What follows belongs to an exercise in optimizing a design on an open flow for small area, a short achievable clock period and few clock cycles per item; a production flow would make more cautious choices.
Function was checked by simulation only, so behaviour that the tests miss may differ from the original.

// rgb_to_hsv_converter
module rgb_to_hsv_converter (
    input  logic        i_clk,
    input  logic        i_rst_n,
    input  logic        i_valid,
    output logic        o_ready,
    input  logic [7:0]  i_red,
    input  logic [7:0]  i_green,
    input  logic [7:0]  i_blue,
    output logic        o_valid,
    input  logic        i_ready,
    output logic [15:0] o_hue,
    output logic [15:0] o_saturation,
    output logic [7:0]  o_value
);
Size: ~2900 cells after synthesis, about 480 flip-flops, ~70 I/O pins.
clock: 10.0 ns
lec_check: 0
cap_margin: 20
core_margin: 2
core_utilization: 60
cts_buf_list: sky130_fd_sc_hd__clkbuf_4 sky130_fd_sc_hd__clkbuf_8
slew_margin: 20
standard.sh (not shown) runs the stock make flow with config.mk's settings and CLKGATE_MAP_FILE= SYNTH_SCRIPT=/design/flow/synth_recipe.tcl, a recipe that flattens the netlist after the stock synthesis.
==> flow/flow/run.sh <==
#!/bin/bash
# Standard synthesis, then the standard layout steps with repair_timing aiming at a
# setup slack of SETUP_MARGIN ns (the clock and constraints are the design's).
set -euo pipefail
SETUP_MARGIN=${SETUP_MARGIN:-6}
bash standard.sh synth > synth.log 2>&1
bash standard.sh SETUP_SLACK_MARGIN=$SETUP_MARGIN finish > layout.log 2>&1
Testbench counts at the start, summed over its fixed seeds: cycles 16,080, pixels 16,000.
Next try:
Settings changed: CORE_UTILIZATION 60 to 40, CTS_BUF_LIST sky130_fd_sc_hd__clkbuf_4 sky130_fd_sc_hd__clkbuf_8 to not set, SYNTH_HIERARCHICAL set to 1.
After rerunning: The changed run finished clean; flip-flop and latch count does not change; non-clock buffer count goes up by 21; worst setup slack is worse by 23 ps.
Next try:
Settings changed: CORE_UTILIZATION 40 to 60, CTS_BUF_LIST set to sky130_fd_sc_hd__clkbuf_8, CTS_CLUSTER_SIZE set to 30, SYNTH_HIERARCHICAL 1 to not set.
Synthesized area fell by 1.2%.
Final area decreases by about 4.5%.
Next try:
==> flow/run.sh (new file) <==
#!/bin/bash
# synth_recipe.tcl (not shown) runs the flow's synth.tcl, then flattens the netlist and writes it again
# the make line also repeats each setting of config.mk as NAME=value (left out here)
make -C /OpenROAD-flow-scripts/flow DESIGN_CONFIG=/design/flow/config.mk WORK_HOME=/design/flow/orfs CLKGATE_MAP_FILE= SYNTH_SCRIPT=/design/flow/synth_recipe.tcl finish
Settings changed: CORE_UTILIZATION 60 to 40, CTS_BUF_LIST sky130_fd_sc_hd__clkbuf_8 to not set, CTS_CLUSTER_SIZE 30 to not set, SETUP_SLACK_MARGIN set to 5.
removed: flow/flow/run.sh
removed: flow/standard.sh
After rerunning: The new run passed the timing, DRC and antenna checks; utilization drops by 25 points; critical path depth drops by 1; non-clock buffer count drops by 193; area after synthesis is unchanged; register-to-register slack is worse by 540 ps; clock-buffer cell count drops by 17; cell area drops by 4.2%; global-route usage drops by 7.8 points; via count drops by 5.9%.
Next try:
==> flow/flow/run.sh (new file) <==
#!/bin/bash
# Standard synthesis, then the standard layout steps with repair_timing aiming at a
# setup slack of SETUP_MARGIN ns (the clock and constraints are the design's).
set -euo pipefail
SETUP_MARGIN=${SETUP_MARGIN:-6.5}
bash standard.sh synth > synth.log 2>&1
bash standard.sh SETUP_SLACK_MARGIN=$SETUP_MARGIN finish > layout.log 2>&1
==> flow/standard.sh (new file) <==
#!/bin/bash
# synth_recipe.tcl (not shown) runs the flow's synth.tcl, then flattens the netlist and writes it again
# the make line also repeats each setting of config.mk as NAME=value (left out here)
make -C /OpenROAD-flow-scripts/flow DESIGN_CONFIG=/design/flow/config.mk WORK_HOME=/design/flow/orfs CLKGATE_MAP_FILE= SYNTH_SCRIPT=/design/flow/synth_recipe.tcl "${@:-finish}"
Settings changed: CORE_UTILIZATION 40 to 65, SETUP_SLACK_MARGIN 5 to not set.
removed: flow/run.sh
What happened: Wire length is higher by well over a third; global-route usage is higher by 16 points; final area is higher by about a fifth; via count is higher by a quarter to a third; fmax is higher by a little under a tenth; area after synthesis is unchanged; final cell count is higher by a few percent; first-iteration DRC count is higher to 3.1 times its value; die area is lower by well over a third.

separate check: timing with driven ports:
How much do the figures lean on ideal ports? The routed layouts below were timed once more, with nothing changed but the port constraints. Step 1 sets driving cells, clkbuf_16 on the clock port and buf_2 on the other inputs (assumed; they add their load-dependent delay and slew). Step 2 times the ports against the registers' clock, not the clock port: input delays grow and output delays shrink by t, the midpoint of the rising clock arrivals with the driver on. a / b / c = ideal ports / drivers / drivers and shift; a / b = the first two.
run	shift t [ns]	setup WS [ns]	clock arrival spread, ns
the first run	0.718	5.975 / 5.975 / 5.514	0.033 / 0.033
the second run	0.669	5.952 / 5.952 / 5.572	0.048 / 0.048
the third run	0.713	5.970 / 5.970 / 5.516	0.034 / 0.034
the fourth run	0.690	5.429 / 5.429 / 5.429	0.033 / 0.033
the fifth run	0.663	5.767 / 5.767 / 5.767	0.024 / 0.025
After both steps every run listed still meets setup and hold. For the first run, which loses most, drivers alone change the setup slack by 0.000 ns; drivers and shift together by -0.461 ns.
